What follows belongs to an exercise in optimizing a design on an open flow for small area, a short achievable clock period and few clock cycles per item; a production flow would make more cautious choices. The RTL was checked by simulation tests, not by an equivalence proof against the original design. Power figures rest on the tool's default switching activity, not on a simulated workload.

==> flow/design.v <==
`default_nettype none
package saet_pkg;
  localparam int unsigned Depth     = 16;
  localparam int unsigned CodeWidth = 16;
  localparam int unsigned OpWidth   = 3;
  localparam int unsigned IdxWidth  = 4;
  localparam int unsigned CntWidth  = 5;
  typedef logic [CodeWidth-1:0] code_t;
  typedef logic [OpWidth-1:0]   op_t;
  typedef logic [IdxWidth-1:0]  idx_t;
  typedef logic [CntWidth-1:0]  cnt_t;
  localparam op_t OpSave   = 3'd0;
  localparam op_t OpDelete = 3'd1;
  localparam op_t OpFind   = 3'd2;
  localparam op_t OpClear  = 3'd3;
  localparam op_t OpRead   = 3'd4;
  typedef struct packed {
    logic capture;    
    logic execute;    
  } saet_cmd_t;
endpackage
`default_nettype wire
`default_nettype none
module saet_ctrl (
  input  wire logic clk_i,
  input  wire logic rst_ni,
  input  wire logic in_valid_i,
  output logic      in_ready_o,
  output logic      out_valid_o,
  input  wire logic out_ready_i,
  output logic      adv_o,
  output logic      s1_valid_o,
  output logic      s2_valid_o
);
  logic v1_q, v2_q, rv_q;
  assign adv_o       = !rv_q || out_ready_i;
  assign in_ready_o  = adv_o;
  assign out_valid_o = rv_q;
  assign s1_valid_o  = v1_q;
  assign s2_valid_o  = v2_q;
  always_ff @(posedge clk_i or negedge rst_ni) begin
    if (!rst_ni) begin
      v1_q <= 1'b0;
      v2_q <= 1'b0;
      rv_q <= 1'b0;
    end else if (adv_o) begin
      v1_q <= in_valid_i;
      v2_q <= v1_q;
      rv_q <= v2_q;
    end
  end
endmodule
`default_nettype wire
`default_nettype none
module saet_dp (
  input  wire logic                clk_i,
  input  wire logic                rst_ni,
  input  wire logic                adv_i,
  input  wire logic                s1_valid_i,
  input  wire logic                s2_valid_i,
  input  wire saet_pkg::op_t       operation_i,
  input  wire saet_pkg::code_t     code_i,
  input  wire saet_pkg::idx_t      index_i,
  output logic                     hit_o,
  output saet_pkg::code_t          entry_value_o,
  output saet_pkg::code_t          lowest_code_o,
  output saet_pkg::cnt_t           active_count_o
);
  localparam int unsigned D = saet_pkg::Depth;
  saet_pkg::code_t table_q [D];
  logic [D-1:0]    live_q;           
  saet_pkg::cnt_t  cnt_q;
  saet_pkg::op_t   op1_q;
  saet_pkg::code_t code1_q;
  saet_pkg::idx_t  idx1_q;
  logic            save2_q, del2_q, clr2_q, zero2_q;
  saet_pkg::code_t code2_q;
  saet_pkg::idx_t  idx2_q;
  logic [D-1:0]    lt2_q;            
  logic            hit2_q;           
  logic            hit_r_q;
  saet_pkg::code_t entry_r_q;
  logic ins, del, clr;
  assign ins = save2_q && !zero2_q && !hit2_q && !lt2_q[D-1];
  assign del = del2_q && !zero2_q && hit2_q;
  assign clr = clr2_q;
  saet_pkg::code_t table_n [D];
  logic [D-1:0]    live_n;
  saet_pkg::cnt_t  cnt_n;
  for (genvar j = 0; j < D; j++) begin : g_upd
    logic at_ins;    
    if (j == 0) begin : g_f
      assign at_ins = 1'b1;
    end else begin : g_r
      assign at_ins = lt2_q[j-1];
    end
    always_comb begin
      table_n[j] = table_q[j];
      if (!lt2_q[j]) begin
        if (ins) begin
          if (at_ins) table_n[j] = code2_q;
          else if (j > 0) table_n[j] = table_q[(j > 0) ? j-1 : 0];
        end else if (del) begin
          if (j < D-1) table_n[j] = table_q[(j < D-1) ? j+1 : j];
        end
      end
    end
  end
  always_comb begin
    live_n = live_q;
    cnt_n  = cnt_q;
    if (ins) begin
      live_n = {live_q[D-2:0], 1'b1};
      if (!live_q[D-1]) cnt_n = cnt_q + saet_pkg::cnt_t'(1);
    end else if (del) begin
      live_n = {1'b0, live_q[D-1:1]};
      cnt_n  = cnt_q - saet_pkg::cnt_t'(1);
    end else if (clr) begin
      live_n = '0;
      cnt_n  = '0;
    end
  end
  always_ff @(posedge clk_i) begin
    if (adv_i && s2_valid_i) begin
      for (int k = 0; k < D; k++) table_q[k] <= table_n[k];
    end
  end
  always_ff @(posedge clk_i or negedge rst_ni) begin
    if (!rst_ni) begin
      live_q <= '0;
      cnt_q  <= '0;
    end else if (adv_i && s2_valid_i) begin
      live_q <= live_n;
      cnt_q  <= cnt_n;
    end
  end
  always_ff @(posedge clk_i) begin
    if (adv_i) begin
      hit_r_q   <= zero2_q ? !live_q[D-1] : hit2_q;
      entry_r_q <= live_n[idx2_q] ? table_n[idx2_q] : '0;
    end
  end
  logic [D-1:0] lt_t, eq_t, lt_n;
  logic         hit_t, hit_n, lt_ab, eq_ab;
  logic         ins_v, del_v, clr_v;
  for (genvar i = 0; i < D; i++) begin : g_cmp
    assign lt_t[i] = live_q[i] && (table_q[i] < code1_q);
    assign eq_t[i] = live_q[i] && (table_q[i] == code1_q);
  end
  assign hit_t = |eq_t;
  assign lt_ab = code2_q < code1_q;
  assign eq_ab = code2_q == code1_q;
  assign ins_v = s2_valid_i && ins;
  assign del_v = s2_valid_i && del;
  assign clr_v = s2_valid_i && clr;
  for (genvar j = 0; j < D; j++) begin : g_adj
    logic at_ins;
    if (j == 0) begin : g_f
      assign at_ins = 1'b1;
    end else begin : g_r
      assign at_ins = lt2_q[j-1];
    end
    always_comb begin
      lt_n[j] = lt_t[j];
      if (clr_v) begin
        lt_n[j] = 1'b0;
      end else if (!lt2_q[j]) begin
        if (ins_v) begin
          if (at_ins) lt_n[j] = lt_ab;
          else if (j > 0) lt_n[j] = lt_t[(j > 0) ? j-1 : 0];
        end else if (del_v) begin
          lt_n[j] = (j < D-1) ? lt_t[(j < D-1) ? j+1 : j] : 1'b0;
        end
      end
    end
  end
  always_comb begin
    hit_n = hit_t;
    if (clr_v)      hit_n = 1'b0;
    else if (ins_v) hit_n = (hit_t && !eq_t[D-1]) || eq_ab;    
    else if (del_v) hit_n = hit_t && !eq_ab;
  end
  always_ff @(posedge clk_i) begin
    if (adv_i) begin
      save2_q <= (op1_q == saet_pkg::OpSave);
      del2_q  <= (op1_q == saet_pkg::OpDelete);
      clr2_q  <= (op1_q == saet_pkg::OpClear);
      zero2_q <= (code1_q == '0);
      code2_q <= code1_q;
      idx2_q  <= idx1_q;
      lt2_q   <= lt_n;
      hit2_q  <= hit_n;
      op1_q   <= operation_i;
      code1_q <= code_i;
      idx1_q  <= index_i;
    end
  end
  assign hit_o          = hit_r_q;
  assign entry_value_o  = entry_r_q;
  assign lowest_code_o  = live_q[0] ? table_q[0] : '0;
  assign active_count_o = cnt_q;
endmodule
`default_nettype wire
`default_nettype none
module sorted_active_error_table_core (
  input  wire logic        clk_i,
  input  wire logic        rst_ni,
  input  wire logic        req_valid_i,
  output logic             req_ready_o,
  input  wire logic [2:0]  req_operation_i,
  input  wire logic [15:0] req_code_i,
  input  wire logic [3:0]  req_index_i,
  output logic             rsp_valid_o,
  input  wire logic        rsp_ready_i,
  output logic             rsp_hit_o,
  output logic [15:0]      rsp_entry_value_o,
  output logic [15:0]      rsp_lowest_code_o,
  output logic [4:0]       rsp_active_count_o
);
  logic adv, s1_valid, s2_valid;
  saet_ctrl u_ctrl (
    .clk_i      (clk_i),
    .rst_ni     (rst_ni),
    .in_valid_i (req_valid_i),
    .in_ready_o (req_ready_o),
    .out_valid_o(rsp_valid_o),
    .out_ready_i(rsp_ready_i),
    .adv_o      (adv),
    .s1_valid_o (s1_valid),
    .s2_valid_o (s2_valid)
  );
  saet_dp u_dp (
    .clk_i         (clk_i),
    .rst_ni        (rst_ni),
    .adv_i         (adv),
    .s1_valid_i    (s1_valid),
    .s2_valid_i    (s2_valid),
    .operation_i   (req_operation_i),
    .code_i        (req_code_i),
    .index_i       (req_index_i),
    .hit_o         (rsp_hit_o),
    .entry_value_o (rsp_entry_value_o),
    .lowest_code_o (rsp_lowest_code_o),
    .active_count_o(rsp_active_count_o)
  );
endmodule
`default_nettype wire
==> flow/run.sh <==
#!/bin/bash
# synth_recipe.tcl (not shown) runs the flow's synth.tcl, then flattens the netlist and writes it again
# the make line also repeats each setting of config.mk as NAME=value (left out here)
make -C /OpenROAD-flow-scripts/flow DESIGN_CONFIG=/design/flow/config.mk WORK_HOME=/design/flow/orfs CLKGATE_MAP_FILE= SYNTH_SCRIPT=/design/flow/synth_recipe.tcl finish
==> flow/config.mk <==
export PLATFORM = sky130hd
export DESIGN_NAME = sorted_active_error_table_core
export DESIGN_NICKNAME = sorted_active_error_table_core
export VERILOG_FILES = /design/flow/design.v
export SDC_FILE = /design/flow/constraint.sdc
export NUM_CORES = 4
export LEC_CHECK = 0
export CAP_MARGIN = 20
export CORE_MARGIN = 2
export CORE_UTILIZATION = 40
export SLEW_MARGIN = 20
==> flow/constraint.sdc <==
create_clock -name core_clock -period 7.0 [get_ports {clk_i}]
set_input_delay 1.4000 -clock core_clock [delete_from_list [all_inputs] [get_ports {clk_i}]]
set_output_delay 1.4000 -clock core_clock [all_outputs]
set_load 0.01 [all_outputs]
==> results.cfg <==
[outcome]
status = finished clean

[layout]
drive_gt1_frac = 0.0773
final_util = 0.455
stdcell_area_sq_um = 31400
nets = 3082
nFillCells = 6522
multi_input_area_sq_um = 16300
area_growth_pct = 12.0
fin_cells = 3751
seqCellArea_sq_um = 10700

[cts]
htree_levels = 2
hold_buffers = 0
post-cts-setup-buffers = 0
cts_buffer_depth = 3
cts-resized-gates = 0
numCtsBuffers = 46
path_clk_slew_ps = 60
cts_sinks = 361
cts_tree = yes
clockRootBuffer = clkbuf_16
clk_latency_ps = 620

[timing]
max-slew-margin-rel = 0.202
hold_ws_ps = 420
tns_ps = 0
finalSetupViolCount = 0
drv_slew = 0
rsz0062_at_grt = no
hold_viol_final = 0
max_freq_mhz = 223
fin_crit_sh = 0.641
skew_ps = 18.0
post-route-min-period_ps = 4490
worstMarginPinSlew_ps = 1200

[power]
p_leak_nw = 12.1
power_density_nw_per_um2 = 388
vdd_drop_max_uv = 271

[synthesis]
ys_top_cells_by_count = edfxtp_1, a21oi_1, ha_1
synthArstFlopShare = 0.0665
synth-compound-area-share = 0.244
muxShareOfSynthArea = 0.0927
ys_top_cells_by_area = edfxtp_1, ha_1, mux2i_1
synthAdderAreaFrac = 0.122
synth_top_family_by_area = compound AO/OA/AOI/OAI gates
ys_seq_elements = 361
yosysWarnings = 4
synth_top_area_cell = edfxtp_1
synth_edf_count = 337
postSynthAreaPerCell_sq_um = 10.1
synth_simple_gate_area_frac = 0.117
syn_nets = 3073
yosysMostFrequentCell = edfxtp_1
ys_seq_area_frac = 0.383
synthXorXnorAreaFrac = 0
synth_top_area_frac = 0.361
syn_inst = 2772
synth_ff_type = edfxtp_1
synth_area_sq_um = 28000
yosysUniqueCellTypes = 75

[global_routing]
antenna_found_initial = 3
grt_pass1_wl_microns = 179000
gr-total-overflow = 0
grt_max_degree = 167
grt_pass1_vias = 24800
grt_use_total = 0.346

[route]
routed_wirelength_microns = 127000
drt_iter0_markers = 4021
drc = 0
vias_per_cell = 6.91
vias = 25900
dr.pass1.iters = 9
ant_nets = 0
avgRoutedWirePerCell_microns = 33.8

[floorplan]
fp.dieArea_sq_um = 72100
core-area_sq_um = 68900
pin_count = 67
initial_core_util = 0.406
die_h_microns = 269
fp.dieW_microns = 269
placementRows = 96

[placed_design]
post_dp_cell_area_sq_um = 29800
place.gp.congestion = 1.01
placedCellCount = 3662
dp_hpwl_microns = 88900
io_buffers = 66

[critical_path]
arrival_ps = 3090
cp-end-kind = output pin
worstPathMaxFanout = 41
rrSetupSlack_ps = 2540
critPathRequiredTime_ps = 5600
cp-start-kind = input pin
critical_path_class = input pin to output pin

[min_path]
hp-class = flip-flop to flip-flop

[run]
cap_violations = 0
cells in the final DEF (no fill, tap or decap), drive strengths merged, types with 34 or more instances in the layout:
cell type        n
o21ai          100
nand4           60
nand2           84
buf             97
clkdlybuf4s50   65
and3            34
a21oi          293
nor2           261
a22oi           37
edfxtp         337
o22a           246
clkbuf          54
inv             54
a21o            69
ha             274
mux2i          248
a22o            70
nand2b          39
routing by layer:
metal,vias to the layer above,GRT usage,share of wire
met5,-,0.00203,0.00017
li1,10900,-,-
met3,390,0.0792,0.12
met1,12700,0.462,0.39
met2,1884,0.506,0.42
met4,4,0.214,0.071
kinds of logic after synthesis:
group	Yosys count
compound gates	963
mux	257
fa+ha+maj	274
flops	361
simple gates	660
buf+inv	257
area by class of cell:
class | count | share of cell area
tap | 931 | 0.0372
timing repair buffer | 163 | 0.0460
multi-input combinational | 2154 | 0.519
clock inverter | 33 | 0.0107
sequential | 361 | 0.342
antenna | 1 | 0.0000798
clock buffer | 53 | 0.0382
inverter | 55 | 0.00670
sequential cells by signal, indices dropped and copies added, names as in the netlist:
register / cells
u_ctrl.v1_q: 1
u_ctrl.v2_q: 1
u_dp.code2_q: 16
u_dp.lt2_q: 16
u_dp.idx1_q: 4
u_dp.cnt_q: 5
u_dp.clr2_q: 1
u_dp.entry_r_q: 16
u_dp.save2_q: 1
u_dp.zero2_q: 1
u_dp.live_q: 16
u_dp.table_q: 256
u_dp.hit_r_q: 1
u_dp.code1_q: 16
u_ctrl.rv_q: 1
u_dp.hit2_q: 1
u_dp.idx2_q: 4
u_dp.op1_q: 3
u_dp.del2_q: 1
worst max-delay path, stage by stage:
cell and delay [ps]:
clkdlybuf4s50_1 460, nand2b_4 550, clkdlybuf4s50_1 670
power by group:
group          switching, W  internal, W  total, W
Sequential         0.000924      0.00330   0.00422
Combinational       0.00336      0.00206   0.00541
Clock               0.00106      0.00145   0.00251
final timing paths:
| check | end | from | depth (start not counted) |
|---|---|---|---|
| hold / removal | u_dp.idx2_q[3]$_DFFE_PN_ | u_dp.idx1_q[3]$_DFFE_PN_ | 0 |
| setup / recovery | req_ready_o | rsp_ready_i | 3 |
| min in group asynchronous | u_dp.cnt_q[0]$_DFFE_PN0P_ | rst_ni | 1 |
| hold reg to reg | u_dp.idx2_q[3]$_DFFE_PN_ | u_dp.idx1_q[3]$_DFFE_PN_ | 0 |
| max in group asynchronous | u_dp.live_q[11]$_DFFE_PN0P_ | rst_ni | 1 |
| setup reg to reg | u_dp.entry_r_q[9]$_SDFFCE_PN0N_ | u_dp.hit2_q$_SDFFCE_PP0N_ | 10 |
metrics by stage:
| stage | total power [W] | setup slack (ps) |
|---|---|---|
| finish | 0.0122 | 2510 |
| global route | 0.0126 | 2460 |
| CTS | 0.0119 | 2510 |
| detailed placement | 0.00937 | 2370 |
| global placement | 0.00926 | 2410 |
| floorplan | 0.00720 | -329 |
Testbench counts, summed over its fixed seeds: cycles 16,024, items 16,000.

-- static timing again, ports no longer ideal --
No port has a modelled driver above. Below, the same layout with a new extraction and two added sets of constraints. Step 1 sets driving cells, clkbuf_16 on the clock port and buf_2 on the other inputs (assumed; they add their load-dependent delay and slew). Step 2, shift: input delay + t, output delay - t, t = (earliest + latest rising clock arrival at the registers) / 2. This alone moves slack from input paths to output paths. Three values: no drivers, after step 1, after step 2; two values: the first two.
shift t [ns]: 0.673
setup slack, ns: 2.512 / 2.481 / 2.177
clock arrival spread, ns: 0.020 / 0.020
worst register clock-pin slew, ns: 0.07 / 0.07
worst slew at a driven data input, ns: 0.05
After both steps setup and hold are still met in this run. The setup slack of this run moves by -0.031 ns with the drivers and by -0.335 ns with both steps.
